This design comes from an exercise in tuning for small area and a short achievable clock period on the open sky130 flow, not from production work.
Only simulation tests tie the RTL to the original design; equivalence was not proved.
Power and IR drop assume default switching activity.

<file path="flow/run.sh">
#!/bin/bash
# Layout flow: the standard ORFS flow with three changes:
#  - synthesis maps the logic for area (ABC "map -a", no Yosys full-adder extraction); registers
#    are mapped exactly as in the standard synthesis;
#  - ports are buffered with sky130_fd_sc_hd__buf_2;
#  - the resizer's setup repair works toward a setup margin (flow/margin.txt), so that it
#    shortens the paths that set the achieved clock period. The clock and constraints are the standard flow's.
# Each step's full output goes to a log file in this folder.
set -euo pipefail
HERE=$(pwd)
FLOWDIR=$HERE/flow
MARGIN=$(cat $FLOWDIR/margin.txt)
sed -e "s|SYNTH_SCRIPT=[^ ]*|SYNTH_SCRIPT=$FLOWDIR/synth.tcl|" standard.sh > own_synth.sh
sed -e "s|\"\${@:-finish}\"|SETUP_SLACK_MARGIN=$MARGIN BUFFER_PORTS_ARGS=\"-buffer_cell sky130_fd_sc_hd__buf_2\" \"\${@:-finish}\"|" standard.sh > own_layout.sh
export CUSTOM_ABC_SCRIPT=$FLOWDIR/abc_area.script
bash own_synth.sh synth > flow_synth.log 2>&1
bash own_layout.sh > flow_layout.log 2>&1
</file>
<file path="design.v">
package note_pkg;
  localparam int DEF_SPAWN_Y = 0;
  localparam int DEF_HIT_Y   = 420;
  localparam int DEF_HIT_WIN = 16;
  localparam int DEF_LANES   = 4;
  localparam int DEF_LANE_W  = 2;
  localparam int DEF_POS_W   = 10;
endpackage
module note_slot_pick #(
  parameter int N = 40
) (
  input  logic [N-1:0] mask_i,
  output logic [N-1:0] onehot_o,
  output logic         found_o
);
  assign onehot_o = mask_i & (~mask_i + N'(1));
  assign found_o  = |mask_i;
endmodule
module note_popcount20 (
  input  logic [19:0] x,
  output logic [4:0] y
);
  logic t1, t2, t3, t4, t5, t6, t7, t8, t9, t10, t11, t12, t13, t14, t15, t16, t17, t18, t19, t20, t21, t22, t23, t24, t25, t26, t27, t28, t29, t30, t31, t32, t33, t34, t35, t36;
  assign t1 = x[0] ^ x[1] ^ x[2];
  assign t2 = (x[0] & x[1]) | (x[0] & x[2]) | (x[1] & x[2]);
  assign t3 = x[3] ^ x[4] ^ x[5];
  assign t4 = (x[3] & x[4]) | (x[3] & x[5]) | (x[4] & x[5]);
  assign t5 = x[6] ^ x[7] ^ x[8];
  assign t6 = (x[6] & x[7]) | (x[6] & x[8]) | (x[7] & x[8]);
  assign t7 = x[9] ^ x[10] ^ x[11];
  assign t8 = (x[9] & x[10]) | (x[9] & x[11]) | (x[10] & x[11]);
  assign t9 = x[12] ^ x[13] ^ x[14];
  assign t10 = (x[12] & x[13]) | (x[12] & x[14]) | (x[13] & x[14]);
  assign t11 = x[15] ^ x[16] ^ x[17];
  assign t12 = (x[15] & x[16]) | (x[15] & x[17]) | (x[16] & x[17]);
  assign t13 = x[18] ^ x[19];
  assign t14 = x[18] & x[19];
  assign t15 = t1 ^ t3 ^ t5;
  assign t16 = (t1 & t3) | (t1 & t5) | (t3 & t5);
  assign t17 = t7 ^ t9 ^ t11;
  assign t18 = (t7 & t9) | (t7 & t11) | (t9 & t11);
  assign t19 = t2 ^ t4 ^ t6;
  assign t20 = (t2 & t4) | (t2 & t6) | (t4 & t6);
  assign t21 = t8 ^ t10 ^ t12;
  assign t22 = (t8 & t10) | (t8 & t12) | (t10 & t12);
  assign t23 = t15 ^ t17 ^ t13;
  assign t24 = (t15 & t17) | (t15 & t13) | (t17 & t13);
  assign t25 = t16 ^ t18 ^ t19;
  assign t26 = (t16 & t18) | (t16 & t19) | (t18 & t19);
  assign t27 = t21 ^ t14;
  assign t28 = t21 & t14;
  assign t29 = t24 ^ t25 ^ t27;
  assign t30 = (t24 & t25) | (t24 & t27) | (t25 & t27);
  assign t31 = t26 ^ t28 ^ t20;
  assign t32 = (t26 & t28) | (t26 & t20) | (t28 & t20);
  assign t33 = t30 ^ t31 ^ t22;
  assign t34 = (t30 & t31) | (t30 & t22) | (t31 & t22);
  assign t35 = t34 ^ t32;
  assign t36 = t34 & t32;
  assign y = {t36, t35, t33, t29, t23};
endmodule
module note_lane_scroller #(
  parameter  int LANES   = note_pkg::DEF_LANES,
  parameter  int SLOTS   = 40,
  parameter  int POS_W   = note_pkg::DEF_POS_W,
  parameter  int SPEED_W = 4,
  parameter  int SPAWN_Y = note_pkg::DEF_SPAWN_Y,
  parameter  int HIT_Y   = note_pkg::DEF_HIT_Y,
  parameter  int HIT_WIN = note_pkg::DEF_HIT_WIN,
  localparam int IDX_W   = $clog2(SLOTS),
  localparam int LANE_W  = $clog2(LANES),
  localparam int CNT_W   = $clog2(SLOTS + 1)
) (
  input  logic               clock,
  input  logic               reset_n,
  input  logic               tick,
  input  logic [SPEED_W-1:0] speed,
  input  logic               chart_valid,
  input  logic [LANES-1:0]   chart_lanes,
  output logic               chart_ready,
  input  logic [LANES-1:0]   strum,
  output logic [LANES-1:0]   hit,
  output logic [LANES-1:0]   miss,
  output logic [LANES-1:0]   bad_strum,
  input  logic [IDX_W-1:0]   rd_idx,
  output logic               rd_valid,
  output logic [LANE_W-1:0]  rd_lane,
  output logic [POS_W-1:0]   rd_pos,
  output logic [CNT_W-1:0]   active_count,
  output logic               overflow
);
  localparam int PW = 9;
  localparam logic [PW-1:0] P_OFS   = 9'd11;
  localparam logic [PW-1:0] P_SPAWN = PW'(SPAWN_Y) + P_OFS;
  localparam int NQ = 4;                        
  localparam int QS = SLOTS / NQ;
  localparam int CG = 2;                        
  localparam int GS = SLOTS / CG;
  localparam int GW = $clog2(GS + 1);
  typedef logic [SLOTS-1:0] plane_t;
  plane_t              sv_q;                    
  plane_t [LANE_W-1:0] sl_q;                    
  plane_t [PW-1:0]     sp_q;                    
  logic                ready_q;
  logic [LANES-1:0]    pend_q;
  logic [LANES-1:0]    hit_q, miss_q, bad_q;
  logic [CNT_W-1:0]    base_q;
  logic [CG-1:0][GW-1:0] gone_q;
  logic                ovf_q;
  logic                rdv_q;
  logic [LANE_W-1:0]   rdl_q;
  logic [PW-1:0]       rdp_q;
  plane_t          inwin;                       
  plane_t          zone;                        
  plane_t [3:0]    lane_oh;                     
  assign inwin = sv_q & sp_q[8] & sp_q[7] &
                 (sp_q[5] | (sp_q[4] & sp_q[3] & sp_q[2] & sp_q[1] & sp_q[0]));
  assign zone  = sp_q[8] & sp_q[7] & ~sp_q[6] & sp_q[5] & sp_q[4];
  assign lane_oh[0] = ~sl_q[1] & ~sl_q[0];
  assign lane_oh[1] = ~sl_q[1] &  sl_q[0];
  assign lane_oh[2] =  sl_q[1] & ~sl_q[0];
  assign lane_oh[3] =  sl_q[1] &  sl_q[0];
  plane_t                win;                   
  logic [LANES-1:0]      found;
  plane_t                cand  [LANES];
  logic [NQ-1:0][QS-1:0] alive [LANES][7];      
  logic [NQ-1:0][5:0]    qmax  [LANES];
  logic [NQ-1:0]         qany  [LANES];
  logic [NQ-1:0][QS-1:0] qpick [LANES];
  logic [NQ-1:0]         qsel  [LANES];
  logic [5:0]            lmax  [LANES];       
  always_comb begin
    for (int l = 0; l < LANES; l++) begin
      cand[l]     = inwin & lane_oh[l];
      found[l]    = |cand[l];
      alive[l][0] = cand[l];
      for (int q = 0; q < NQ; q++) begin
        qany[l][q] = |alive[l][0][q];
        for (int i = 0; i < 6; i++) begin
          qmax[l][q][5-i]     = |(alive[l][i][q] & sp_q[5-i][q*QS +: QS]);
          alive[l][i+1][q]    = alive[l][i][q] & (sp_q[5-i][q*QS +: QS] | {QS{~qmax[l][q][5-i]}});
        end
        qpick[l][q] = alive[l][6][q] & (~alive[l][6][q] + QS'(1));
      end
    end
  end
  always_comb begin
    win = '0;
    for (int l = 0; l < LANES; l++) begin
      logic b01, b23, bfin, a01, a23;
      logic [5:0] m01, m23;
      b01  = qany[l][1] & (~qany[l][0] | (qmax[l][1] > qmax[l][0]));
      m01  = b01 ? qmax[l][1] : qmax[l][0];
      a01  = qany[l][0] | qany[l][1];
      b23  = qany[l][3] & (~qany[l][2] | (qmax[l][3] > qmax[l][2]));
      m23  = b23 ? qmax[l][3] : qmax[l][2];
      a23  = qany[l][2] | qany[l][3];
      bfin = a23 & (~a01 | (m23 > m01));
      qsel[l] = {bfin & b23, bfin & ~b23, ~bfin & b01, ~bfin & ~b01};
      lmax[l] = bfin ? m23 : m01;
      for (int q = 0; q < NQ; q++) win[q*QS +: QS] = win[q*QS +: QS] | (qpick[l][q] & {QS{qsel[l][q]}});
    end
  end
  plane_t            free_oh;
  logic              free_found;
  logic [LANES-1:0]  pend_oh;
  logic              pend_found;
  logic [LANE_W-1:0] pend_lane;
  plane_t            alloc;
  note_slot_pick #(.N(SLOTS)) u_free (
    .mask_i   (~sv_q),
    .onehot_o (free_oh),
    .found_o  (free_found)
  );
  note_slot_pick #(.N(LANES)) u_pend (
    .mask_i   (pend_q),
    .onehot_o (pend_oh),
    .found_o  (pend_found)
  );
  assign pend_lane = {pend_oh[3] | pend_oh[2], pend_oh[3] | pend_oh[1]};
  assign alloc     = ready_q ? '0 : free_oh;
  logic [3:0]      step;
  plane_t [PW:0]   carry;
  plane_t [PW-1:0] sum;
  plane_t          over;                        
  plane_t          hit_sel;                     
  plane_t          strummed;
  plane_t          sv_d;
  plane_t [PW-1:0] sp_d;
  plane_t [PW-1:0] step_pl;                   
  assign step = tick ? speed : '0;
  always_comb for (int b = 0; b < PW; b++) step_pl[b] = (b < 4) ? {SLOTS{step[b % 4]}} : '0;
  always_comb begin
    carry[0] = '0;
    for (int b = 0; b < PW; b++) begin
      sum[b]     = sp_q[b] ^ step_pl[b] ^ carry[b];
      carry[b+1] = (sp_q[b] & step_pl[b]) | (sp_q[b] & carry[b]) | (step_pl[b] & carry[b]);
    end
    over     = sv_q & zone & carry[4];
    hit_sel  = ({SLOTS{strum[0]}} & lane_oh[0]) | ({SLOTS{strum[1]}} & lane_oh[1]) |
               ({SLOTS{strum[2]}} & lane_oh[2]) | ({SLOTS{strum[3]}} & lane_oh[3]);
    strummed = win & hit_sel;
    sv_d     = (sv_q & ~over & ~strummed) | alloc;
    for (int b = 0; b < PW; b++) sp_d[b] = P_SPAWN[b] ? (sum[b] | alloc) : (sum[b] & ~alloc);
  end
  logic [LANES-1:0]       over_any, over_other, miss_d, hit_keep;
  logic [2:0]             n_hit;
  logic [CG-1:0][GW-1:0]  gone_d;
  logic [CNT_W-1:0]       count_now, base_d;
  always_comb begin
    for (int l = 0; l < LANES; l++) begin
      over_any[l]   = found[l] & (lmax[l][5:4] == 2'b11) & ((5'(lmax[l][3:0]) + 5'(step)) >= 5'd16);
      over_other[l] = |(over & lane_oh[l] & ~win);
      miss_d[l]     = strum[l] ? over_other[l] : over_any[l];
    end
    hit_keep = strum & found & ~over_any;
    n_hit    = 3'(hit_keep[0]) + 3'(hit_keep[1]) + 3'(hit_keep[2]) + 3'(hit_keep[3]);
  end
  for (genvar g = 0; g < CG; g++) begin : g_gone
    note_popcount20 u_pc (
      .x (over[g*GS +: GS]),
      .y (gone_d[g])
    );
  end
  always_comb begin
    count_now = base_q;
    for (int g = 0; g < CG; g++) count_now = count_now - CNT_W'(gone_q[g]);
    base_d = count_now + CNT_W'(!ready_q && free_found) - CNT_W'(n_hit);
  end
  plane_t            rsel;
  logic              rdv_d;
  logic [LANE_W-1:0] rdl_d;
  logic [PW-1:0]     rdp_d;
  always_comb begin
    rsel  = (IDX_W'(rd_idx) < IDX_W'(SLOTS)) ? (plane_t'(1) << rd_idx) : '0;
    rdv_d = |(rsel & sv_q);
    for (int b = 0; b < LANE_W; b++) rdl_d[b] = |(rsel & sl_q[b]);
    for (int b = 0; b < PW; b++)     rdp_d[b] = |(rsel & sp_q[b]);
  end
  always_ff @(posedge clock or negedge reset_n) begin
    if (!reset_n) begin
      sv_q    <= '0;
      ready_q <= 1'b1;
      pend_q  <= '0;
      hit_q   <= '0;
      miss_q  <= '0;
      bad_q   <= '0;
      base_q  <= '0;
      gone_q  <= '0;
      ovf_q   <= 1'b0;
      rdv_q   <= 1'b0;
    end else begin
      sv_q   <= sv_d;
      hit_q  <= strum & found;
      bad_q  <= strum & ~found;
      miss_q <= miss_d;
      base_q <= base_d;
      gone_q <= gone_d;
      rdv_q  <= rdv_d;
      if (ready_q) begin
        if (chart_valid && (chart_lanes != '0)) begin
          pend_q  <= chart_lanes;
          ready_q <= 1'b0;
        end
      end else begin
        if (!free_found) ovf_q <= 1'b1;
        pend_q <= pend_q & ~pend_oh;
        if ((pend_q & ~pend_oh) == '0) ready_q <= 1'b1;
      end
    end
  end
  always_ff @(posedge clock) begin
    sp_q  <= sp_d;
    for (int s = 0; s < SLOTS; s++) begin
      if (alloc[s]) begin
        for (int b = 0; b < LANE_W; b++) sl_q[b][s] <= pend_lane[b];
      end
    end
    rdl_q <= rdl_d;
    rdp_q <= rdp_d;
  end
  assign chart_ready  = ready_q;
  assign hit          = hit_q;
  assign miss         = miss_q;
  assign bad_strum    = bad_q;
  assign rd_valid     = rdv_q;
  assign rd_lane      = rdl_q;
  assign rd_pos       = {1'b0, rdp_q - P_OFS};
  assign active_count = count_now;
  assign overflow     = ovf_q;
endmodule
</file>
<file path="flow/synth.tcl">
proc synth {args} { yosys synth -nofsm -noshare {*}$args }
# Map combinational logic for area: use our own ABC script in place of the one ORFS picks.
proc abc {args} {
  set i [lsearch -exact $args -script]
  if { $i >= 0 } { lset args [expr {$i + 1}] $::env(CUSTOM_ABC_SCRIPT) }
  yosys abc {*}$args
}
# Leave adders to ABC instead of Yosys's full/half-adder cell extraction.
proc extract_fa {args} { }
source $::env(SCRIPTS_DIR)/synth.tcl
# left out here: clear keep_hierarchy, flatten, clean up, hide names made inside functions, write 1_2_yosys.v
</file>
<file path="constraint.sdc">
create_clock -name core_clock -period 95.0 [get_ports {clock}]
set_input_delay 19.0000 -clock core_clock [delete_from_list [all_inputs] [get_ports {clock}]]
set_output_delay 19.0000 -clock core_clock [all_outputs]
set_load 0.01 [all_outputs]
</file>
<file path="flow/abc_area.script">
strash; dch; map -a
</file>
<file path="flow/margin.txt">
72
</file>
<file path="config.mk">
export PLATFORM = sky130hd
export DESIGN_NAME = note_lane_scroller
export DESIGN_NICKNAME = note_lane_scroller
export VERILOG_FILES = /design/flow/design.v
export SDC_FILE = /design/flow/constraint.sdc
export NUM_CORES = 8
export LEC_CHECK = 0
export CAP_MARGIN = 20
export CORE_MARGIN = 2
export CORE_UTILIZATION = 45
export CTS_BUF_LIST = sky130_fd_sc_hd__clkbuf_8
export CTS_CLUSTER_SIZE = 30
export GPL_TIMING_DRIVEN = 0
export PLACE_DENSITY = 0.6
export SLEW_MARGIN = 20
</file>
<file path="standard.sh">
#!/bin/bash
# synth_recipe.tcl (not shown) runs the flow's synth.tcl, then flattens the netlist and writes it again
# the make line also repeats each setting of config.mk as NAME=value (left out here)
make -C /OpenROAD-flow-scripts/flow DESIGN_CONFIG=/design/flow/config.mk WORK_HOME=/design/flow/orfs CLKGATE_MAP_FILE= SYNTH_SCRIPT=/design/flow/synth_recipe.tcl "${@:-finish}"
</file>
==> metrics.md, run 1 <==
| Metric | Value |
|---|---|
| Status | `no timing/DRC/antenna violations` |
| Synth Warn # | `8` |
| Main synth FF type | `dfxtp_1` |
| Clock Latency Late Sink | `860 ps` |
| DRC Markers | `0` |
| Critical Path Start Type | `input port` |
| Synthesized area | `roughly 46,000 um^2` |
| Share of cells above drive strength 1 | `6.03%` |
| GR Overflow Total | `0` |
| Final worst path period share | `24.3%` |
| Routed met2 length | `103,000 um` |
| First-pass GRT wire length | `between 300,000 and 400,000 um` |
| Kind of critical path | `input port to register` |
| Final Wtd Congestion | `1.20` |
| FFs w/ async S/R, synth | `about 14%` |
| Starting Density | `between 40% and 50%` |
| Worst vdd ir | `0.0299 mV` |
| Mean routed wirelength per cell | `between 30 and 40 um` |
| Wl on met1 | `roughly 110,000 um` |
| Post-synth EDFFs | `80` |
| Post-synthesis register bit count | `526` |
| Setup violations, final | `0` |
| Iteration-0 DRC count of the detailed router | `11,261` |
| Slew HR | `between 8 and 9%` |
| Clock transition at path regs | `around 60 ps` |
| Worst Tran Pin Value | `about 1400 ps` |
| Final hold viol count | `0` |
| Hold_buf cts | `0` |
| Drt pass-1 iters | `10` |
| Hpwl dp | `229,000 um` |
| Max-Cap Viols | `0` |
| Final worst path period need | `~23,000 ps` |
| Number of nets still failing antenna checks after routing | `0` |
| Row cnt | `roughly 120` |
| Die W | `~330 um` |
| Sequential fraction of the synthesis area | `25.2%` |
| Final Slew Violations | `0` |
| Mean Syn Cell Area | `~6.1 um^2` |
| Met3 Wirelength | `52,600 um` |
| Crit. End Element | `register` |
| Largest net degree at the start of global routing | `54` |
| Crit path cell chain | `buf_12 -> nand2_8 -> buf_16 -> clkinv_8 -> nor2_1 -> o21bai_2 -> nand2_1 -> nand2_1 -> o21ai_0 -> o21ai_0 -> nand2_1 -> nor2_2 -> nand3_2 -> nor4_2 -> buf_2 -> buf_2 -> a22oi_1 -> o311ai_0 -> nor4_2 -> nand4_1 -> a2111oi_1 -> clkdlybuf4s18_2 -> a32oi_1` |
| Setup TNS | `0 ps` |
| RSZ-0062 raised after global routing | `yes` |
| Layout Nets | `7,850` |
| Final hold slack | `between 400 and 500 ps` |
| Top Layer Used | `met5` |
| Vias in the first global route | `roughly 55,000` |
| Final Power | `2.00 mW` |
| Critical Path RT | `between 90,000 and 100,000 ps` |
| CTS buffer count | `between 90 and 100` |
| Pleak | `~19 nW` |
| Number of port buffers | `53` |
| TritonCTS clock tree | `done` |
| Vias/cell | `slightly below 7` |
| I/O pins | `55` |
| CP arrival | `approximately 24,000 ps` |
| Total GRT Usage | `approximately half` |
| Netlist cell types | `56` |
| Crit path top cell by count | `nand2_1` |
| CTS Sinks | `around 530` |
| Synthesized Nets | `around 7,600` |
| Total Wirelength | `between 200,000 and 300,000 um` |
| Post-Synthesis Cells | `7,609` |
| Fmax | `roughly 43 MHz` |
| Slowest stage delay, CP | `around 650 ps` |
| Critical Path Fanout Max | `13` |
| Die area | `~110,000 um^2` |
| Worst path slowest cell | `nor4_2` |
| H-tree levels | `3` |
| Die Y | `around 330 um` |
| Initial antenna violation count | `17` |
| Pwr Density | `38.1 nW/um^2` |
| Clock root buffer | `clkbuf_8` |
| Final Skew | `~73 ps` |
| Area grow syn2layout | `12.8%` |
| Core area | `just over 100,000 um^2` |
| Worst min path class | `register to register` |
| Via Count | `63,345` |
| Clk buf depth | `3` |
-- cells by family after synthesis --
logic type	after synthesis	synth area share (%)
XOR/XNOR	189	3.57
AO/OA/AOI/OAI	2400	31.7
flip-flops	526	25.2
adder cells (fa/ha/maj)	5	0.108
other	1	0.00808
buffers and inverters	1347	10.9
AND/OR/NAND/NOR	3141	28.5
-- timing repair --
action,CTS,global route
hold endpoints to repair,0,0
pin swaps,5,5
cloned,7,1
resized for setup,44,67
buffers inserted,10,7
endpoints found under the setup margin,18,14
-- state kept, by name, summed over array words and instances (netlist names) --
register,cells
bad_q,4
base_q,6
gone_q,10
hit_q,4
miss_q,4
ovf_q,1
pend_q,4
rdl_q,2
rdp_q,9
rdv_q,1
ready_q,1
sl_q,80
sp_q,360
sv_q,40
-- cell usage after synthesis, types with 4 or more instances --
library cell / number / area (um^2)
maj3_1: 5 / 50.1
nor3_1: 331 / 1660
o22ai_1: 269 / 1680
clkinv_1: 1346 / 5050
nand3_1: 207 / 1040
o2111ai_1: 49 / 429
a21oi_1: 517 / 2590
nor3b_1: 20 / 150
nor2_1: 1503 / 5640
o21ai_0: 846 / 4230
nor4_1: 95 / 594
a32oi_1: 26 / 228
a211oi_1: 12 / 90.1
dfxtp_1: 371 / 7430
nand4_1: 110 / 688
a311oi_1: 6 / 52.6
a31oi_1: 32 / 200
dfrtp_1: 74 / 1850
a41oi_1: 6 / 52.6
o221ai_1: 57 / 499
o32ai_1: 6 / 52.6
edfxtp_1: 80 / 2400
and3_2: 11 / 82.6
a221oi_1: 123 / 1080
a21boi_0: 9 / 67.6
xnor2_1: 45 / 394
o21bai_1: 107 / 803
o31ai_1: 11 / 82.6
a221o_2: 6 / 67.6
o311ai_0: 12 / 105
or2_2: 23 / 144
nand3b_1: 11 / 82.6
xor2_1: 144 / 1260
o211ai_1: 58 / 435
a211o_2: 4 / 40.0
o21a_1: 18 / 135
nand2_1: 824 / 3090
a2111oi_0: 21 / 184
o221a_2: 7 / 78.8
a22oi_1: 179 / 1340
-- placed cells by master, fill, tap and decap left out, types with 139 or more instances in the layout --
cell,netlist,final
a21oi_1,517,510
o22ai_1,269,269
clkinv_1,1346,1336
o21ai_0,846,834
xor2_1,144,139
nand2_1,824,814
nor3_1,331,304
nand3_1,207,201
nor2_1,1503,1472
dfxtp_1,371,371
a22oi_1,179,179
-- worst paths after layout --
check,startpoint,to,slack (ps),cells past startpoint
setup / recovery,tick,miss_q[1]$_DFF_PN0_,71900,23
hold / removal,sp_q[288]$_DFF_P_,sp_q[288]$_DFF_P_,480,1
setup reg to reg,sp_q[66]$_DFF_P_,miss_q[1]$_DFF_PN0_,76310,55
hold reg to reg,sp_q[288]$_DFF_P_,sp_q[288]$_DFF_P_,480,1
max in group asynchronous,reset_n,sv_q[26]$_DFF_PN0_,76240,2
min in group asynchronous,reset_n,sv_q[0]$_DFF_PN0_,18080,1
-- stage by stage --
step	utilization (%)	cells	cell area, um^2	setup WS [ps]
3_5_place_dp	48.2	9069	49200	69590
3_3_place_gp	47.5	9030	48400	68200
5_1_grt	51.3	9283	52300	71960
2_1_floorplan	-	7609	46500	72030
6_report	51.3	9292	52400	71900
4_1_cts	50.9	9271	51900	71990
-- power breakdown --
part	switching [mW]	leakage, nW	internal [mW]
combinational	0.917	13.2	0.282
clock	0.119	1.24	0.139
sequential	0.206	4.72	0.333
total	1.24	19.2	0.754
-- metal layers --
| metal | global-route usage, % | vias to the layer above |
|---|---|---|
| li1 | - | 27216 |
| met1 | 65.8 | 29698 |
| met2 | 64.9 | 5403 |
| met3 | 27.6 | 994 |
| met4 | 35.5 | 34 |
| met5 | 4.66 | - |
-- critical path: cells and delay by family --
kind,cells,cell delay (ps)
buffers and inverters,6,1460
AND/OR/NAND/NOR,10,1820
AO/OA/AOI/OAI,7,1410
-- area by class of cell --
class,instances,area [um^2]
fillers,10842,49700
multi-input cells,5738,30400
flip-flops and latches,526,11700
inverters,1346,5150
well taps,1368,1710
clock buffers,123,1690
repair buffers,113,1050
clock inverters,62,514
repair inverters,4,78.8
diodes,11,27.5
plain buffers,1,7.51
==> inputs of run 2 (changes only) <==
==> flow/run.sh (replaced) <==
#!/bin/bash
# Layout flow: the standard ORFS flow (standard.sh) with these changes:
#  - synthesis maps the logic for area (ABC "map -a", no Yosys full-adder extraction); registers
#    are mapped exactly as in the standard synthesis (flow/synth.tcl);
#  - ports are buffered with sky130_fd_sc_hd__buf_2;
#  - the resizer's setup repair works toward a setup margin (flow/margin.txt), so that it
#    shortens the paths that set the achieved clock period. The clock and constraints are the standard flow's;
#  - clock tree synthesis arguments come from flow/cts_args.txt.
# Each step's full output goes to a log file in this folder.
set -euo pipefail
HERE=$(pwd)
FLOWDIR=$HERE/flow
MARGIN=$(cat $FLOWDIR/margin.txt)
CTSARGS=$(cat $FLOWDIR/cts_args.txt)
sed -e "s|SYNTH_SCRIPT=[^ ]*|SYNTH_SCRIPT=$FLOWDIR/synth.tcl|" standard.sh > own_synth.sh
sed -e "s|\"\${@:-finish}\"|SETUP_SLACK_MARGIN=$MARGIN BUFFER_PORTS_ARGS=\"-buffer_cell sky130_fd_sc_hd__buf_2\" CTS_ARGS=\"$CTSARGS\" \"\${@:-finish}\"|" standard.sh > own_layout.sh
export CUSTOM_ABC_SCRIPT=$FLOWDIR/abc_area.script
bash own_synth.sh synth > flow_synth.log 2>&1
bash own_layout.sh > flow_layout.log 2>&1
==> flow/cts_args.txt (new file) <==
-sink_clustering_enable -repair_clock_nets -dont_use_dummy_load -buf_list sky130_fd_sc_hd__clkbuf_8 -sink_clustering_size 14 -sink_clustering_max_diameter 100
--- a/config.mk
+++ b/config.mk
@@ -10,4 +10,2 @@
 export CORE_UTILIZATION = 45
-export CTS_BUF_LIST = sky130_fd_sc_hd__clkbuf_8
-export CTS_CLUSTER_SIZE = 30
 export GPL_TIMING_DRIVEN = 0
==> run 2 against run 1 <==
  * Fmax fell by 0.40%
  * Wire length fell by 0.11%
  * Design area fell by 2.9%
  * Non-clock buffer count rose by 8
  * Via count fell by 1.0%
  * Synthesized cell count did not move
  * Power fell by 6.3%
  * Hold slack improved by 9.7 ps
  * Sequential power barely moved
  * Largest cell class unchanged
==> metrics.md, run 2 <==
| Metric | Value |
|---|---|
| Critical Path RT | `between 90,000 and 100,000 ps` |
| Pleak | `~18 nW` |
| Util after Layout | `around half` |
| Top cell type's share of synthesized area | `16.0%` |
| Clock power frac | `7.1%` |
| Pwr Density | `between 30 and 40 nW/um^2` |
| Fillers | `around 11,000` |
| Die W | `between 300 and 400 um` |
| Crit path cell chain | `buf_16 -> nand2_8 -> buf_4 -> bufbuf_16 -> nor2_1 -> nor2_1 -> nor2_1 -> a21oi_1 -> nor2_1 -> nor2_1 -> nor2_1 -> nand2_1 -> clkinv_1 -> nand3_1 -> nor2_1 -> a32oi_1 -> o211ai_1 -> nor4_1 -> a41oi_1` |
| Critical Path Start Type | `input port` |
| Die Y | `approximately 330 um` |
| Commonest non-fill, non-tap cells in the layout | `nor2_1, clkinv_1, o21ai_0, nand2_1, a21oi_1` |
| Commonest non-fill, non-tap cell in the layout | `nor2_1` |
| Starting Density | `45.5%` |
| Hpwl dp | `roughly 230,000 um` |
| Synth Warn # | `8` |
| Row cnt | `around 120` |
| DP Cell Count | `9,069` |
| Synth top area cells | `dfxtp_1, nor2_1, clkinv_1` |
| Setup TNS | `0 ps` |
| Crit. End Element | `register` |
| Number of port buffers | `53` |
| Post-synth top cells | `nor2_1, clkinv_1, o21ai_0` |
| Max-Cap Viols | `0` |
| P_sw | `~1.2 mW` |
| First-pass GRT wire length | `392,000 um` |
| Critical Path Fanout Max | `11` |
| Synthesized Nets | `approximately 7,600` |
| Mean routed wirelength per cell | `roughly 31 um` |
| RSZ-0062 raised after global routing | `yes` |
| H-tree levels | `2` |
| GR Overflow Total | `0` |
| Status | `no timing/DRC/antenna violations` |
| I/O pins | `55` |
| Iteration-0 DRC count of the detailed router | `around 12,000` |
| R2r setup slk | `~76,000 ps` |
| Vias/cell | `between 6 and 7` |
| Vias in the first global route | `between 50,000 and 60,000` |
| Layout Nets | `between 7,000 and 8,000` |
| Clock Latency Late Sink | `820 ps` |
| Hold path start | `sp_q[348]$_DFF_P_` |
| Worst Tran Pin Value | `1370 ps` |
| Fmax | `roughly 43 MHz` |
| Post-synthesis register bit count | `approximately 530` |
| Clk buf depth | `3` |
| Total Wirelength | `between 200,000 and 300,000 um` |
| Hold Crit Endpoint | `sp_q[348]$_DFF_P_` |
| Kind of critical path | `input port to register` |
| Delay-heaviest family, CP | `simple AND/OR/NAND/NOR gates` |
| Finished Cell Area | `slightly above 50,000 um^2` |
| Clock transition at path regs | `about 110 ps` |
| Final Skew | `89.9 ps` |
| WHS Path Cells | `2` |
| Netlist cell types | `56` |
| TritonCTS clock tree | `done` |
| Max FFs per register | `between 300 and 400` |
| Share of cells above drive strength 1 | `4.83%` |
| Post-synth EDFFs | `80` |
| Number of nets still failing antenna checks after routing | `0` |
| Final worst path period share | `between 20% and 30%` |
| Slew HR | `roughly 7.7%` |
| Slowest stage delay, CP | `840 ps` |
| Reg2Reg Launch Point | `sp_q[66]$_DFF_P_` |
| Clock root buffer | `clkbuf_8` |
| Initial antenna violation count | `15` |
| CTS buffer count | `47` |
| Area leader, netlist | `dfxtp_1` |
| CP arrival | `roughly 24,000 ps` |
| WP buf/inv | `4` |
| R2R depth | `56` |
| Final hold slack | `between 400 and 500 ps` |
| Logic pwr share | `64.2%` |
| Mean Syn Cell Area | `between 6 and 7 um^2` |
| Int Power | `roughly 660 uW` |
| Register share of total power | `between 20 and 30%` |
| Setup violations, final | `0` |
| Worst vdd ir | `about 0.027 mV` |
| FFs w/ async S/R, synth | `approximately 14%` |
| Top reg by flops | `sp_q` |
| Top-count cell post-synth | `nor2_1` |
| Synthesized area | `roughly 46,000 um^2` |
| Biggest regs | `sp_q (360), sl_q (80), sv_q (40)` |
| Post-Synthesis Cells | `between 7,000 and 8,000` |
| Via Count | `about 63,000` |
| Post-route non-filler standard cell count | `about 9,200` |
| Final hold viol count | `0` |
| Die area | `~110,000 um^2` |
| DRC Markers | `0` |
| Final Wtd Congestion | `1.20` |
| CTS Sinks | `526` |
| Final Slew Violations | `0` |
| Drt pass-1 iters | `11` |
| Largest net degree at the start of global routing | `54` |
| Placed cell area | `between 40,000 and 50,000 um^2` |
| Final worst path period need | `23,190 ps` |
| Crit path top cell by count | `nor2_1` |
| Worst reg2reg endpoint | `miss_q[1]$_DFF_PN0_` |
| Worst path slowest cell | `a32oi_1` |
| Main synth FF type | `dfxtp_1` |
| Total GRT Usage | `between 50% and 60%` |
| Core area | `102,000 um^2` |
| Sw frac | `between 60% and 70%` |
| Sequential fraction of the synthesis area | `between 20% and 30%` |
| Area grow syn2layout | `9.52%` |
| Worst min path class | `register to register` |
run 2: changes by cell type in the layout (fill, tap and decap cells not counted), sizes merged:
cell	previous run	this run
inv	38	5
buf	108	116
diode	11	12
clkbuf	125	49
clkinvlp	3	1
clkinv	1363	1345
bufinv	8	0
run 2: worst max path at each step:
stage                        start             endpoint  cells past startpoint
final                         tick  miss_q[0]$_DFF_PN0_                     19
after detailed placement      tick  gone_q[3]$_DFF_PN0_                     30
after global placement        tick  miss_q[1]$_DFF_PN0_                     19
after global routing          tick  gone_q[8]$_DFF_PN0_                     31
after floorplan           speed[0]  gone_q[8]$_DFF_PN0_                     29
after CTS                     tick  gone_q[3]$_DFF_PN0_                     33
run 2: cell families after synthesis:
group	after synthesis	synth area share, %
simple gates	3141	28.5
compound gates	2400	31.7
buf+inv	1347	10.9
flops	526	25.2
xor+xnor	189	3.57
fa+ha+maj	5	0.108
other cells	1	0.00808
run 2: power by group through the flow:
stage	Clock, mW	Sequential (mW)	Combinational [mW]
final	0.133	0.537	1.20
after global placement	0	0.519	1.06
after floorplan	0	0.436	0.679
after detailed placement	0	0.519	1.09
after global routing	0.138	0.536	1.25
after CTS	0.132	0.515	1.10
run 2: layout make-up:
cell class	instances	area, um^2	area share, %
sequential	526	11700	23.0
inverter	1346	5150	10.1
clock buffer	47	647	1.27
timing repair buffer	121	1090	2.14
multi-input combinational	5738	30400	59.8
antenna	12	30.0	0.0591
timing repair inverter	5	95.1	0.187
buffer	1	7.51	0.0148
tap	1368	1710	3.37
run 2: routing by layer:
| layer | wire length (um) | track usage, % | up-vias |
|---|---|---|---|
| met5 | 873 | 3.99 | - |
| met1 | 107000 | 65.9 | 29366 |
| li1 | - | - | 27040 |
| met4 | 24400 | 35.4 | 34 |
| met3 | 53400 | 27.3 | 952 |
| met2 | 103000 | 64.8 | 5309 |
run 2: worst register-to-register path: cells and delay by family (launching register included):
kind / cells / cell delay [ps]
simple gates: 20 / 7420
compound gates: 26 / 6920
buf+inv: 10 / 3640
flops: 1 / 590
run 2: what timing repair did:
| action | in CTS | in global routing |
|---|---|---|
| pin swaps | 4 | 7 |
| hold buffers | 0 | 0 |
| setup buffers | 17 | 7 |
| resized for setup | 45 | 61 |
| endpoints found under the setup margin | 18 | 14 |
| cloned | 8 | 1 |
| hold endpoints to repair | 0 | 0 |
run 2: per-stage QoR:
stage                     setup slack (ps)  power (mW)
after floorplan                      72030        1.11
after detailed placement             69590        1.61
final                                71810        1.87
after global routing                 71870        1.93
after CTS                            71980        1.75
after global placement               68200        1.58
==> inputs of run 3 (changes only) <==
==> flow/abc_area.script (replaced) <==
&get -n; &st; &dch -f; &nf -a -R 1000; &put
==> flow/cts_args.txt (replaced) <==
-sink_clustering_enable -repair_clock_nets -dont_use_dummy_load -buf_list sky130_fd_sc_hd__clkbuf_8 -sink_clustering_size 12 -sink_clustering_max_diameter 100
--- a/config.mk
+++ b/config.mk
@@ -7,3 +7,3 @@
 export LEC_CHECK = 0
-export CAP_MARGIN = 20
+export CAP_MARGIN = 30
 export CORE_MARGIN = 2
@@ -12,2 +12,2 @@
 export PLACE_DENSITY = 0.6
-export SLEW_MARGIN = 20
+export SLEW_MARGIN = 30
==> run 3 against run 2 <==
  * Worst setup slack improved by 170 ps
  * Utilization up 0.66 points
  * Non-clock buffer count increased by 40
  * Largest cell class unchanged
  * Highest routed layer unchanged
  * Via count decreased by 14%
==> metrics.md, run 3 <==
| Metric | Value |
|---|---|
| Vias in the first global route | `between 40,000 and 50,000` |
| Total GRT Usage | `a little under half` |
| Clk buf depth | `3` |
| Worst min path class | `register to register` |
| Setup violations, final | `0` |
| CTS Sinks | `~530` |
| Commonest non-fill, non-tap cell in the layout | `nand2_1` |
| Top reg by flops | `sp_q` |
| Mean Syn Cell Area | `around 7.7 um^2` |
| Status | `no timing/DRC/antenna violations` |
| TritonCTS clock tree | `done` |
| Int Power | `731 uW` |
| Clock root buffer | `clkbuf_8` |
| Row cnt | `between 100 and 150` |
| Crit path cell chain | `buf_12 -> and2_4 -> buf_4 -> buf_4 -> maj3_1 -> maj3_1 -> maj3_1 -> and3_2 -> nand4_1 -> nor2_1 -> o21ai_1 -> o21ai_0 -> nand2_2 -> nand2_1 -> a21oi_4 -> a21oi_4 -> buf_4 -> xnor2_2 -> xnor2_2 -> nor2b_1 -> nor2_1 -> xnor2_2` |
| Synthesized area | `45,400 um^2` |
| I/O pins | `between 50 and 60` |
| Slowest stage delay, CP | `approximately 400 ps` |
| WP buf/inv | `4` |
| Synth Warn # | `8` |
| Max FFs per register | `360` |
| Post-Synthesis Cells | `between 5,000 and 6,000` |
| Final worst path period need | `approximately 23,000 ps` |
| Area grow syn2layout | `11.3%` |
| Critical Path RT | `about 96,000 ps` |
| Clock Latency Late Sink | `roughly 780 ps` |
| CP arrival | `between 20,000 and 25,000 ps` |
| Synth top area cells | `dfxtp_1, o21a_1, xnor2_1` |
| Pleak | `roughly 18 nW` |
| Commonest non-fill, non-tap cells in the layout | `nand2_1, nor2_1, o21a_1, dfxtp_1, o21ai_0` |
| Post-synth EDFFs | `80` |
| Worst vdd ir | `roughly 0.028 mV` |
| Critical Path Start Type | `input port` |
| Pwr Density | `around 36 nW/um^2` |
| RSZ-0062 raised after global routing | `yes` |
| Final Slew Violations | `0` |
| Delay-heaviest family, CP | `simple AND/OR/NAND/NOR gates` |
| Share of cells above drive strength 1 | `just under 8%` |
| Final worst path period share | `approximately a quarter` |
| Starting Density | `a little under half` |
| Post-route non-filler standard cell count | `7,392` |
| Register share of total power | `roughly 36%` |
| Final Wtd Congestion | `approximately 1.1` |
| Netlist cell types | `slightly above 70` |
| Main synth FF type | `dfxtp_1` |
| Slew HR | `approximately a quarter` |
| FFs w/ async S/R, synth | `between 10% and 20%` |
| Layout Nets | `about 6,100` |
| Vias/cell | `between 7 and 8` |
| Biggest regs | `sp_q (360), sl_q (80), sv_q (40)` |
| Number of nets still failing antenna checks after routing | `0` |
| Initial antenna violation count | `12` |
| P_sw | `around 1.1 mW` |
| Fmax | `~43 MHz` |
| Total Wirelength | `roughly 250,000 um` |
| Die W | `322 um` |
| Hpwl dp | `approximately 190,000 um` |
| DRC Markers | `0` |
| Worst path slowest cell | `maj3_1` |
| Final Skew | `between 60 and 70 ps` |
| Synthesized Nets | `5,897` |
| Max-Cap Viols | `0` |
| Critical Path Fanout Max | `16` |
| Core area | `100,000 um^2` |
| Setup TNS | `0 ps` |
| Worst Tran Pin Value | `approximately 1100 ps` |
| Clock power frac | `between 7 and 8%` |
| Drt pass-1 iters | `14` |
| Final Power | `roughly 1.8 mW` |
| Post-synth top cells | `nand2_1, nor2_1, o21a_1` |
| Mean routed wirelength per cell | `around 34 um` |
| Die area | `103,000 um^2` |
| Die Y | `322 um` |
| H-tree levels | `2` |
| Largest net degree at the start of global routing | `59` |
| Number of port buffers | `53` |
| Sw frac | `between 60% and 70%` |
| Logic pwr share | `between 50% and 60%` |
| Crit. End Element | `register` |
| CTS buffer count | `roughly 50` |
| Area leader, netlist | `dfxtp_1` |
| Clock transition at path regs | `around 90 ps` |
| First-pass GRT wire length | `344,000 um` |
| Top cell type's share of synthesized area | `between 10% and 20%` |
| Via Count | `between 50,000 and 60,000` |
| GR Overflow Total | `0` |
| Top-count cell post-synth | `nand2_1` |
| Kind of critical path | `input port to register` |
| Final hold viol count | `0` |
| Iteration-0 DRC count of the detailed router | `just under 10,000` |
| Post-synthesis register bit count | `~530` |
| DP Cell Count | `between 7,000 and 8,000` |
| Sequential fraction of the synthesis area | `25.8%` |
==> run 3: cell count changes after synthesis, moves of 177 or more <==
cell and delta:
a21oi_1 -346, a222oi_1 +177, clkinv_1 -1206, nor2_1 -859, o21a_1 +516, o21ai_0 -457, o22ai_1 -228, xnor2_1 +249
==> run 3: layout make-up <==
cell class | count | area, um^2
fill | 9875 | 49500
inverter | 140 | 526
sequential | 526 | 11700
timing repair buffer | 161 | 1540
clock buffer | 51 | 702
buffer | 1 | 7.51
antenna | 4 | 10.0
tap | 1298 | 1620
multi-input combinational | 5211 | 34400
==> run 3: path summary, 6_finish.rpt <==
kind | from | end | slack (ps) | cells past startpoint
min | ovf_q$_DFFE_PN0P_ | ovf_q$_DFFE_PN0P_ | 460 | 1
max | tick | gone_q[2]$_DFF_PN0_ | 71980 | 22
max reg2reg | sp_q[110]$_DFF_P_ | miss_q[0]$_DFF_PN0_ | 77820 | 45
max in group asynchronous | reset_n | bad_q[0]$_DFF_PN0_ | 76120 | 2
min in group asynchronous | reset_n | miss_q[0]$_DFF_PN0_ | 18170 | 1
min reg2reg | ovf_q$_DFFE_PN0P_ | ovf_q$_DFFE_PN0P_ | 460 | 1
==> run 3: through the flow <==
step | hold WS [ps] | util, % | setup WS (ps) | cell area (um^2)
6_report | 460 | 50.5 | 71980 | 50500
2_1_floorplan | 458 | - | 72000 | 45500
4_1_cts | 466 | 49.7 | 72010 | 49700
3_3_place_gp | 439 | 47.4 | 69670 | 47400
3_5_place_dp | 446 | 48.6 | 70140 | 48600
5_1_grt | 476 | 50.5 | 71900 | 50500
==> run 3: layer usage <==
| metal | vias to the layer above | routed length [um] | global-route usage, % |
|---|---|---|---|
| li1 | 23401 | - | - |
| met1 | 25614 | 95000 | 58.1 |
| met4 | 8 | 21300 | 30.0 |
| met2 | 3918 | 103000 | 67.6 |
| met3 | 873 | 29500 | 12.0 |
| met5 | - | 53 | 0 |
==> run 3: cell families (layout without fill, tap and decap cells) <==
kind of cell	Yosys count	in the layout	synth area share, %
buffers and inverters	141	353	1.17
AO/OA/AOI/OAI	2045	2045	32.7
flip-flops	526	526	25.8
XOR/XNOR	334	334	6.48
multiplexers	76	76	2.74
adder cells (fa/ha/maj)	99	99	2.18
AND/OR/NAND/NOR	2653	2656	28.9
other	1	5	0.00827
==> run 3: what timing repair did <==
item | 4_1_cts | 5_1_grt
hold buffers | 0 | 0
resized for setup | 34 | 91
pin swaps | 8 | 30
buffers inserted | 16 | 34
setup endpoints to repair | 14 | 10
gates cloned | 4 | 5
==> run 3: power groups by stage <==
stage	Clock [mW]	Sequential [mW]	Combinational, mW
4_1_cts	0.134	0.638	0.988
2_1_floorplan	0	0.503	0.634
5_1_grt	0.141	0.665	1.10
6_report	0.134	0.662	1.04
3_3_place_gp	0	0.641	0.928
3_5_place_dp	0	0.641	0.980
==> inputs of run 4 (changes only) <==
==> flow/margin.txt (replaced) <==
72.5
--- a/config.mk
+++ b/config.mk
@@ -9,5 +9,5 @@
 export CORE_MARGIN = 2
-export CORE_UTILIZATION = 45
+export CORE_UTILIZATION = 55
 export GPL_TIMING_DRIVEN = 0
-export PLACE_DENSITY = 0.6
+export PLACE_DENSITY = 0.7
 export SLEW_MARGIN = 30
==> run 4 against run 3 <==
  * Still clean on timing, DRC and antenna
  * Fmax rose by 0.52%
  * Sequential power barely moved
  * Worst setup slack improved by 120 ps
  * Hold slack improved by 28 ps
  * Synthesized area did not move
  * Die area fell by 18%
  * Power rose by 0.78%
  * Clock skew rose by 4.4 ps
  * Via count rose by 3.4%
  * Clock-buffer cell count did not move
  * First-iteration DRC count rose by 16%
  * Largest power group unchanged
==> metrics.md, run 4 <==
| Metric | Value |
|---|---|
| Status | `no timing/DRC/antenna violations` |
| Top-count cell post-synth | `nand2_1` |
| GR Overflow Total | `0` |
| Vias in the first global route | `49,614` |
| Largest family of logic cells by synthesized area | `compound AO/OA/AOI/OAI gates` |
| Hpwl dp | `178,000 um` |
| Die area | `about 85,000 um^2` |
| Final worst path period need | `roughly 23,000 ps` |
| RSZ-0062 raised after global routing | `yes` |
| TritonCTS clock tree | `done` |
| Clock transition at path regs | `~80 ps` |
| Synth Warn # | `8` |
| Starting Density | `55.4%` |
| Row cnt | `~110` |
| Slew HR | `12.3%` |
| Die W | `291 um` |
| Post-synth EDFFs | `80` |
| Die Y | `slightly below 300 um` |
| Final hold viol count | `0` |
| Layout Nets | `around 6,000` |
| Synthesized Nets | `approximately 6,000` |
| Setup violations, final | `0` |
| Hold path start | `ovf_q$_DFFE_PN0P_` |
| Clock root buffer | `clkbuf_8` |
| Synthesized area | `45,400 um^2` |
| Fillers | `approximately 7,300` |
| Setup TNS | `0 ps` |
| Final worst path period share | `about 24%` |
| Max FFs per register | `360` |
| DP Cell Count | `7,045` |
| Vias/cell | `7.73` |
| Mean Syn Cell Area | `roughly 7.7 um^2` |
| Number of port buffers | `53` |
| Crit. End Element | `register` |
| Final Slew Violations | `0` |
| Clk buf depth | `3` |
| Crit. Startpoint | `tick` |
| Worst min path class | `register to register` |
| Biggest regs | `sp_q (360), sl_q (80), sv_q (40)` |
| Initial antenna violation count | `21` |
| CTS Sinks | `526` |
| Area leader, netlist | `dfxtp_1` |
| Critical Path RT | `95,620 ps` |
| Sequential fraction of the synthesis area | `25.8%` |
| Netlist cell types | `around 70` |
| FFs w/ async S/R, synth | `between 10 and 15%` |
| Top reg by flops | `sp_q` |
| H-tree levels | `2` |
| Area grow syn2layout | `12.6%` |
| Total GRT Usage | `between 50 and 60%` |
| I/O pins | `55` |
| Commonest non-fill, non-tap cells in the layout | `nand2_1, nor2_1, o21a_1, dfxtp_1, o21ai_0` |
| Final Skew | `slightly below 70 ps` |
| Via Count | `around 56,000` |
| Worst Tran Pin Value | `~1300 ps` |
| Largest net degree at the start of global routing | `59` |
| Total Wirelength | `~240,000 um` |
| Post-synthesis mux area share | `roughly 2.7%` |
| Worst vdd ir | `~0.05 mV` |
| CP arrival | `around 24,000 ps` |
| Pwr Density | `approximately 36 nW/um^2` |
| Critical Path Fanout Max | `8` |
| Main synth FF type | `dfxtp_1` |
| Iteration-0 DRC count of the detailed router | `roughly 11,000` |
| Drt pass-1 iters | `14` |
| Max-Cap Viols | `0` |
| Post-synthesis register bit count | `between 500 and 600` |
| Critical Path Start Type | `input port` |
| Post-Synth Simple-Gate Area | `approximately 29%` |
| CTS buffer count | `about 50` |
| Post-route non-filler standard cell count | `about 7,200` |
| Top cell type's share of synthesized area | `16.4%` |
| Fmax | `roughly 44 MHz` |
| Post-synth top cells | `nand2_1, nor2_1, o21a_1` |
| Synth Area in Compound Gates | `~33%` |
| Share of cells above drive strength 1 | `10.0%` |
| Synth top area cells | `dfxtp_1, o21a_1, xnor2_1` |
| Final Wtd Congestion | `roughly 1.2` |
| Adder-Cell Fraction of Synth Area | `2.18%` |
| First-pass GRT wire length | `341,000 um` |
| Kind of critical path | `input port to register` |
| Reg2Reg Launch Point | `sp_q[110]$_DFF_P_` |
| Commonest non-fill, non-tap cell in the layout | `nand2_1` |
| Mean routed wirelength per cell | `roughly 34 um` |
| Pleak | `roughly 18 nW` |
| Post-Synthesis Cells | `5,875` |
| DRC Markers | `0` |
| Number of nets still failing antenna checks after routing | `0` |
| Xor and xnor area share after synthesis | `roughly 6.5%` |
| Clock Latency Late Sink | `800 ps` |
| Core area | `81,800 um^2` |
## run 4: cell count changes in the layout (fill, tap and decap cells not counted), sizes merged
cell,previous run,this run
clkbuf,56,59
inv,1,3
and2,68,70
diode,4,10
buf,154,179
clkinv,139,137
## run 4: metal layers
| layer | track usage, % | vias up | routed length [um] |
|---|---|---|---|
| met5 | 0.227 | - | 123 |
| met4 | 41.2 | 18 | 25400 |
| met3 | 19.9 | 1446 | 38000 |
| met2 | 78.4 | 5087 | 97400 |
| met1 | 64.4 | 25614 | 82800 |
| li1 | - | 23472 | - |
## run 4: what timing repair did
| item | CTS | global route |
|---|---|---|
| endpoints found under the setup margin | 14 | 11 |
| gates cloned | 7 | 8 |
| hold buffers | 0 | 0 |
| buffers inserted | 41 | 30 |
| resized for setup | 139 | 151 |
| pin swaps | 43 | 75 |
## run 4: cell type report
class | count | area [um^2] | share of cell area (%)
Sequential cell | 526 | 11700 | 22.9
Clock buffer | 51 | 702 | 1.37
Buffer | 1 | 7.51 | 0.0147
Tap cell | 1070 | 1340 | 2.62
Multi-Input combinational cell | 5213 | 35000 | 68.6
Timing Repair Buffer | 189 | 1740 | 3.41
Inverter | 140 | 526 | 1.03
Antenna cell | 10 | 25.0 | 0.0490
## run 4: stage by stage
stage / util, % / setup slack (ps) / power (mW) / area (um^2) / hold WS, ps
3_3_place_gp: 57.7 / 70060 / 1.53 / 47200 / 441
2_1_floorplan: - / 72100 / 1.14 / 45600 / 458
4_1_cts: 61.1 / 72380 / 1.74 / 50000 / 491
5_1_grt: 62.4 / 71990 / 1.90 / 51100 / 505
3_5_place_dp: 59.0 / 70290 / 1.60 / 48300 / 470
6_report: 62.4 / 72100 / 1.85 / 51100 / 488
## run 4: path summary, 6_finish.rpt
path	cells past startpoint	slack, ps	end
worst max-delay path	22	72100	gone_q[2]$_DFF_PN0_
worst min-delay path	1	490	ovf_q$_DFFE_PN0P_
worst max register to register	45	78060	miss_q[0]$_DFF_PN0_
worst min register to register	1	490	ovf_q$_DFFE_PN0P_
max in group asynchronous	2	76120	ready_q$_DFF_PN1_
min in group asynchronous	1	18110	sv_q[16]$_DFF_PN0_
## run 4: worst max-delay path: stages
cell and delay [ps]:
buf_16 140, and2_4 310, clkbuf_16 260, maj3_2 340, maj3_1 410, maj3_2 350
and3_4 210, nor4b_4 160, xnor2_2 170, xnor2_2 260, clkinv_1 100, maj3_2 370
nand2_2 110, a21oi_2 70, buf_4 160, xnor2_2 140, xnor2_2 150, buf_4 150
nor2b_4 110, buf_4 110, nor2_1 50, xnor2_2 350
## run 4: cell families (layout without fill, tap and decap cells)
group / count (synthesis) / after routing
AOI/OAI and AO/OA: 2045 / 2045
and+or+nand+nor: 2653 / 2658
DFF: 526 / 526
xor gates and xnor gates: 334 / 334
other: 1 / 11
buffers and inverters: 141 / 381
adders and majority gates: 99 / 99
muxes: 76 / 76
## run 4: where the power goes
group | switching [mW] | internal [mW]
Clock | 0.0861 | 0.0476
Combinational | 0.702 | 0.353
Sequential | 0.329 | 0.334
==> inputs of run 5 (changes only) <==
==> flow/margin.txt (replaced) <==
72
==> run 5 against run 4 <==
  * Global-route usage is 0.74 points lower
  * Critical path type unchanged
  * Clock-buffer cell count stayed put
  * Sequential share of layout area is 0.58 points higher
  * Non-clock buffer count is 56 lower
  * Highest routed layer unchanged
==> metrics.md, run 5 <==
| Metric | Value |
|---|---|
| Status | `no timing/DRC/antenna violations` |
| Synth top area cells | `dfxtp_1, o21a_1, xnor2_1` |
| WP buf/inv | `4` |
| Total GRT Usage | `53.1%` |
| Crit path cell chain | `buf_2 -> and2_4 -> buf_4 -> clkbuf_16 -> maj3_1 -> maj3_1 -> maj3_1 -> and3_2 -> nand4_1 -> nand2_1 -> nor2b_2 -> xnor2_1 -> maj3_2 -> nand2_2 -> a21oi_4 -> a21oi_1 -> nor2_1 -> nand2_1 -> a21oi_2 -> nor2b_4 -> clkinv_1 -> a21o_4 -> xor2_1` |
| Top reg by flops | `sp_q` |
| CTS buffer count | `slightly above 50` |
| Final hold viol count | `0` |
| Drt pass-1 iters | `16` |
| Sw frac | `between 60% and 70%` |
| Routed met2 length | `~95,000 um` |
| Commonest non-fill, non-tap cell in the layout | `nand2_1` |
| GR Overflow Total | `0` |
| Post-synthesis register bit count | `roughly 530` |
| Critical Path Start Type | `input port` |
| Kind of critical path | `input port to register` |
| Slowest stage delay, CP | `approximately 400 ps` |
| CTS Sinks | `roughly 530` |
| Critical Path Fanout Max | `19` |
| Final worst path period share | `approximately 24%` |
| DP Cell Count | `just over 7,000` |
| Max-Cap Viols | `0` |
| Number of nets still failing antenna checks after routing | `0` |
| Met3 Wirelength | `approximately 36,000 um` |
| Mean Syn Cell Area | `between 7 and 8 um^2` |
| Initial antenna violation count | `15` |
| Final Wtd Congestion | `1.14` |
| Register share of total power | `between 30% and 40%` |
| Post-route non-filler standard cell count | `7,140` |
| Netlist cell types | `roughly 70` |
| Final Skew | `between 100 and 150 ps` |
| Setup violations, final | `0` |
| I/O pins | `55` |
| Via Count | `54,773` |
| Hold_buf cts | `0` |
| Hpwl dp | `179,000 um` |
| Worst min path class | `register to register` |
| Starting Density | `55.4%` |
| TritonCTS clock tree | `done` |
| Number of port buffers | `between 50 and 60` |
| Area grow syn2layout | `9.82%` |
| Mean routed wirelength per cell | `between 30 and 40 um` |
| Synth Warn # | `8` |
| Worst vdd ir | `just under 0.07 mV` |
| Post-Synthesis Cells | `5,875` |
| Die area | `roughly 85,000 um^2` |
| CP arrival | `approximately 24,000 ps` |
| P_sw | `roughly 1.1 mW` |
| Clock transition at path regs | `80 ps` |
| Worst Tran Pin Value | `~1200 ps` |
| Max FFs per register | `360` |
| Top-count cell post-synth | `nand2_1` |
| Clock Latency Late Sink | `just under 800 ps` |
| Logic pwr share | `56.4%` |
| Main synth FF type | `dfxtp_1` |
| DRC Markers | `0` |
| Area leader, netlist | `dfxtp_1` |
| Pwr Density | `between 30 and 40 nW/um^2` |
| Delay-heaviest family, CP | `simple AND/OR/NAND/NOR gates` |
| Final worst path period need | `approximately 23,000 ps` |
| Vias/cell | `7.67` |
| Worst path slowest cell | `maj3_1` |
| Clock root buffer | `clkbuf_8` |
| Wl on met1 | `just over 80,000 um` |
| Pleak | `between 15 and 20 nW` |
| Share of cells above drive strength 1 | `under 10%` |
| Final Power | `1.84 mW` |
| Commonest non-fill, non-tap cells in the layout | `nand2_1, nor2_1, o21a_1, dfxtp_1, o21ai_0` |
| Die Y | `291 um` |
| FFs w/ async S/R, synth | `around 14%` |
| Largest net degree at the start of global routing | `59` |
| Biggest regs | `sp_q (360), sl_q (80), sv_q (40)` |
| Vias in the first global route | `about 49,000` |
| Post-synth top cells | `nand2_1, nor2_1, o21a_1` |
| Clk buf depth | `3` |
| First-pass GRT wire length | `roughly 340,000 um` |
| Top cell type's share of synthesized area | `approximately 16%` |
| Crit path top cell by count | `maj3_1` |
| Final hold slack | `~500 ps` |
| Fmax | `approximately 43 MHz` |
| H-tree levels | `2` |
| Die W | `a little under 300 um` |
| Critical Path RT | `approximately 96,000 ps` |
| Slew HR | `between 10% and 20%` |
| Synthesized Nets | `5,897` |
| Sequential fraction of the synthesis area | `approximately 26%` |
| Final Slew Violations | `0` |
| Top Layer Used | `met5` |
| Setup TNS | `0 ps` |
| RSZ-0062 raised after global routing | `yes` |
| Crit. End Element | `register` |
| Int Power | `726 uW` |
| Post-synth EDFFs | `80` |
| Clock power frac | `~7.2%` |
| Iteration-0 DRC count of the detailed router | `roughly 10,000` |
| Core area | `approximately 80,000 um^2` |
| Row cnt | `around 110` |
| Layout Nets | `slightly above 6,000` |
| Total Wirelength | `approximately 240,000 um` |
| Synthesized area | `between 40,000 and 50,000 um^2` |
==> run 5: cell counts after synthesis <==
No cell type changed its count.
==> run 5: layout make-up <==
type                       instances  area [um^2]
multi-input combinational       5211        34300
inverter                         140          526
sequential                       526        11700
timing repair buffer             133         1250
tap                             1070         1340
buffer                             1         7.51
antenna                            8         20.0
clock buffer                      51          702
fill                            7514        32000
==> run 5: power by group through the flow <==
stage                     Sequential [mW]  Combinational (mW)  Clock [mW]
final                               0.668                1.03       0.133
after global routing                0.665                1.09       0.137
after CTS                           0.635               0.971       0.130
after detailed placement            0.639               0.964           0
after global placement              0.635               0.904           0
after floorplan                     0.503               0.634           0
==> run 5: routing by layer <==
metal	track usage, %	up-vias
li1	-	23369
met1	64.0	25259
met2	77.0	4858
met3	18.9	1275
met4	41.2	12
met5	0	-
==> run 5: repair_timing <==
item / CTS / global route
resized for setup: 24 / 78
cloned: 4 / 3
endpoints found under the setup margin: 12 / 10
buffers inserted: 11 / 16
pin swaps: 8 / 17
==> run 5: worst reg2reg max path: cells and delay by family (launching register included) <==
kind | cells | cell delay (ps)
AO/OA/AOI/OAI | 24 | 7040
adder cells (fa/ha/maj) | 1 | 390
buffers and inverters | 3 | 750
flip-flops | 1 | 670
AND/OR/NAND/NOR | 21 | 7490
==> run 5: path summary, 6_finish.rpt <==
kind	slack, ps	cells after the start	to	start
max in group asynchronous	76120	2	sv_q[2]$_DFF_PN0_	reset_n
worst min-delay path	500	1	ovf_q$_DFFE_PN0P_	ovf_q$_DFFE_PN0P_
min in group asynchronous	18140	1	sv_q[23]$_DFF_PN0_	reset_n
worst max-delay path	71920	23	gone_q[3]$_DFF_PN0_	speed[1]
worst min register to register	500	1	ovf_q$_DFFE_PN0P_	ovf_q$_DFFE_PN0P_
worst max register to register	78500	49	miss_q[2]$_DFF_PN0_	sp_q[78]$_DFF_P_
==> run 5: logic make-up (layout without fill, tap and decap cells) <==
family / count (synthesis) / after routing / synth area share [%]
buf+inv: 141 / 325 / 1.17
other cells: 1 / 9 / 0.00827
fa+ha+maj: 99 / 99 / 2.18
flops: 526 / 526 / 25.8
mux: 76 / 76 / 2.74
xor+xnor: 334 / 334 / 6.48
simple gates: 2653 / 2656 / 28.9
compound gates: 2045 / 2045 / 32.7
==> run 5: metrics by stage <==
stage	utilization [%]	worst slack [ps]	area, um^2
2_1_floorplan	-	72000	45500
3_3_place_gp	57.6	70070	47100
3_5_place_dp	59.0	70230	48300
4_1_cts	60.1	71980	49200
5_1_grt	60.9	71780	49800
6_report	60.9	71920	49800
==> inputs of run 6 (changes only) <==
--- a/config.mk
+++ b/config.mk
@@ -10,3 +10,3 @@
 export CORE_UTILIZATION = 55
-export GPL_TIMING_DRIVEN = 0
+export GPL_TIMING_DRIVEN = 1
 export PLACE_DENSITY = 0.7
==> run 6 against run 5 <==
  * Highest routed layer unchanged
  * Register-to-register slack better by 370 ps
  * Power up 0.58%
  * Hold slack worse by 41 ps
  * Design area about the same
  * Utilization about the same
  * Critical path depth down 8
  * Fmax up 1.0%
==> metrics.md, run 6 <==
| Metric | Value |
|---|---|
| Top cell type's share of synthesized area | `between 10% and 20%` |
| CP endpoint | `miss_q[2]$_DFF_PN0_` |
| Multi-input combinational cell area | `~34,000 um^2` |
| Placed cell area | `around 49,000 um^2` |
| Total GRT Usage | `a little over half` |
| R2r setup slk | `about 79,000 ps` |
| Clock transition at path regs | `roughly 110 ps` |
| Slew HR | `16.7%` |
| Crit. End Element | `register` |
| Final Wtd Congestion | `around 1.1` |
| Hold path start | `ovf_q$_DFFE_PN0P_` |
| Clk buf depth | `3` |
| Hpwl dp | `around 180,000 um` |
| Synth top area cells | `dfxtp_1, o21a_1, xnor2_1` |
| Max FFs per register | `360` |
| Largest net degree at the start of global routing | `58` |
| Mean Syn Cell Area | `slightly below 8 um^2` |
| Final hold viol count | `0` |
| Final Slew Violations | `0` |
| Synth Warn # | `8` |
| Biggest regs | `sp_q (360), sl_q (80), sv_q (40)` |
| Main synth FF type | `dfxtp_1` |
| DRC Markers | `0` |
| Pwr Density | `37.0 nW/um^2` |
| CTS Sinks | `approximately 530` |
| Netlist cell types | `between 70 and 80` |
| Final worst path period share | `24.1%` |
| TritonCTS clock tree | `done` |
| Kind of critical path | `input port to register` |
| Fillers | `7,629` |
| Die area | `approximately 85,000 um^2` |
| Worst reg2reg endpoint | `miss_q[0]$_DFF_PN0_` |
| H-tree levels | `2` |
| Commonest non-fill, non-tap cell in the layout | `nand2_1` |
| Top-count cell post-synth | `nand2_1` |
| First-pass GRT wire length | `roughly 340,000 um` |
| Util after Layout | `between 60% and 70%` |
| Final Power | `between 1.5 and 2 mW` |
| Critical Path Start Type | `input port` |
| Max-Cap Viols | `0` |
| Clock Latency Late Sink | `roughly 750 ps` |
| CTS buffer count | `52` |
| RSZ-0062 raised after global routing | `yes` |
| Share of cells above drive strength 1 | `~7.1%` |
| Iteration-0 DRC count of the detailed router | `roughly 11,000` |
| Setup WS post-layout | `72,150 ps` |
| Post-synth EDFFs | `80` |
| Vias in the first global route | `~50,000` |
| Critical Path Fanout Max | `7` |
| Die Y | `291 um` |
| Clock root buffer | `clkbuf_8` |
| Area grow syn2layout | `9.88%` |
| Finished Cell Area | `between 40,000 and 50,000 um^2` |
| GR Overflow Total | `0` |
| Reg2Reg Launch Point | `sp_q[78]$_DFF_P_` |
| I/O pins | `55` |
| Crit. Startpoint | `speed[1]` |
| Worst vdd ir | `roughly 0.048 mV` |
| Post-synthesis register bit count | `approximately 530` |
| Final worst path period need | `approximately 23,000 ps` |
| Worst min path class | `register to register` |
| Setup TNS | `0 ps` |
| Total Wirelength | `approximately 240,000 um` |
| CP arrival | `23,450 ps` |
| Synthesized area | `45,400 um^2` |
| Worst Tran Pin Value | `roughly 1200 ps` |
| Layout Nets | `approximately 6,200` |
| Top reg by flops | `sp_q` |
| Commonest non-fill, non-tap cells in the layout | `nand2_1, nor2_1, o21a_1, dfxtp_1, o21ai_0` |
| Post-Synthesis Cells | `between 5,000 and 6,000` |
| Row cnt | `105` |
| Sequential fraction of the synthesis area | `25.8%` |
| Hold_buf cts | `0` |
| Vias/cell | `between 7 and 8` |
| Critical Path RT | `between 90,000 and 100,000 ps` |
| Fmax | `43.8 MHz` |
| Mean routed wirelength per cell | `between 30 and 40 um` |
| Drt pass-1 iters | `14` |
| Seq. cell area | `about 12,000 um^2` |
| Pleak | `approximately 18 nW` |
| FFs w/ async S/R, synth | `between 10% and 20%` |
| Starting Density | `approximately 55%` |
| Number of nets still failing antenna checks after routing | `0` |
| Area leader, netlist | `dfxtp_1` |
| Setup slack at placement | `between 70,000 and 80,000 ps` |
| Setup violations, final | `0` |
| Status | `no timing/DRC/antenna violations` |
| Via Count | `~55,000` |
| Synthesized Nets | `5,897` |
| Core area | `about 82,000 um^2` |
| R2R depth | `46` |
| Final Skew | `~90 ps` |
| Number of port buffers | `53` |
| Initial antenna violation count | `11` |
| Post-synth top cells | `nand2_1, nor2_1, o21a_1` |
| Die W | `roughly 290 um` |
run 6: cell counts after synthesis:
Identical to the previous run, type by type.
run 6: cell type report:
cell class	instances	area share, %
multi-input cells	5210	67.6
flip-flops and latches	526	23.5
repair buffers	242	3.73
well taps	1070	2.69
clock buffers	52	1.44
inverters	140	1.05
diodes	7	0.0351
run 6: layer usage:
metal  part of all wire [%]  track usage, %  up-vias
met5                  0.015               0        -
li1                       -               -    23580
met1                     34            63.3    25372
met4                     11            44.3        6
met3                     16            19.4     1370
met2                     40            77.7     4944
run 6: through the flow:
step	std cells	hold WS, ps
2_1_floorplan	5875	458
3_3_place_gp	7164	438
3_5_place_dp	7166	443
4_1_cts	7224	462
5_1_grt	7243	488
6_report	7247	459
run 6: critical path, stage by stage:
cell and delay (ps):
clkbuf_4 190, and2_4 250, buf_4 200, maj3_1 370, maj3_1 410, maj3_1 390
and3_1 260, nor3b_2 220, and2_0 320, nand3b_1 170, o21ai_0 220, a2111oi_0 710
nand4_1 230, nor4_1 430, a21oi_1 80
run 6: power breakdown:
part | switching, mW | internal, mW
Sequential | 0.263 | 0.334
Combinational | 0.763 | 0.356
Clock | 0.0825 | 0.0485
run 6: timing repair:
| item | in CTS | in global routing |
|---|---|---|
| pin swaps | 3 | 12 |
| setup buffers | 3 | 11 |
| gates cloned | 3 | 3 |
| gates resized for setup | 20 | 47 |
| endpoints found under the setup margin | 12 | 8 |
run 6: kinds of logic after synthesis:
family	after synthesis	synth area share (%)
simple gates	2653	28.9
compound gates	2045	32.7
flops	526	25.8
xor+xnor	334	6.48
buf+inv	141	1.17
fa+ha+maj	99	2.18
mux	76	2.74
other cells	1	0.00827
run 6: how the worst min path moves through the flow:
| stage | end | depth (start not counted) |
|---|---|---|
| 2_1_floorplan | sp_q[274]$_DFF_P_ | 2 |
| 3_3_place_gp | ovf_q$_DFFE_PN0P_ | 1 |
| 3_5_place_dp | ovf_q$_DFFE_PN0P_ | 1 |
| 4_1_cts | ovf_q$_DFFE_PN0P_ | 1 |
| 5_1_grt | ovf_q$_DFFE_PN0P_ | 1 |
| 6_report | ovf_q$_DFFE_PN0P_ | 1 |

what the ideal ports hide:
No port has a modelled driver above. Below, the same layouts with a new extraction and two added sets of constraints. Step 1 sets driving cells, clkbuf_16 on the clock port and buf_2 on the other inputs (assumed; they add their load-dependent delay and slew). Step 2 times the ports against the registers' clock, not the clock port: input delays grow and output delays shrink by t, the midpoint of the rising clock arrivals with the driver on. a / b / c = ideal / step 1 / step 2; a / b = the first two.
| run | t, ns | setup WS [ns] | worst hold slack (ns) | worst slew at a driven data input, ns |
|---|---|---|---|---|
| run 1 | 0.904 | 71.904 / 71.928 / 71.023 | 0.483 / 0.483 / 0.483 | 0.14 |
| run 2 | 0.855 | 71.811 / 71.831 / 70.977 | 0.493 / 0.493 / 0.493 | 0.14 |
| run 3 | 0.830 | 71.983 / 72.015 / 71.185 | 0.460 / 0.460 / 0.460 | 0.06 |
| run 4 | 0.841 | 72.102 / 71.924 / 71.084 | 0.488 / 0.488 / 0.488 | 0.26 |
| run 5 | 0.794 | 71.917 / 71.971 / 71.177 | 0.500 / 0.500 / 0.500 | 0.08 |
| run 6 | 0.774 | 72.147 / 72.165 / 71.391 | 0.459 / 0.459 / 0.459 | 0.08 |
After both steps setup and hold are still met in every run listed. For run 4, which loses most, drivers alone change the setup slack by -0.178 ns; drivers and shift together by -1.018 ns.
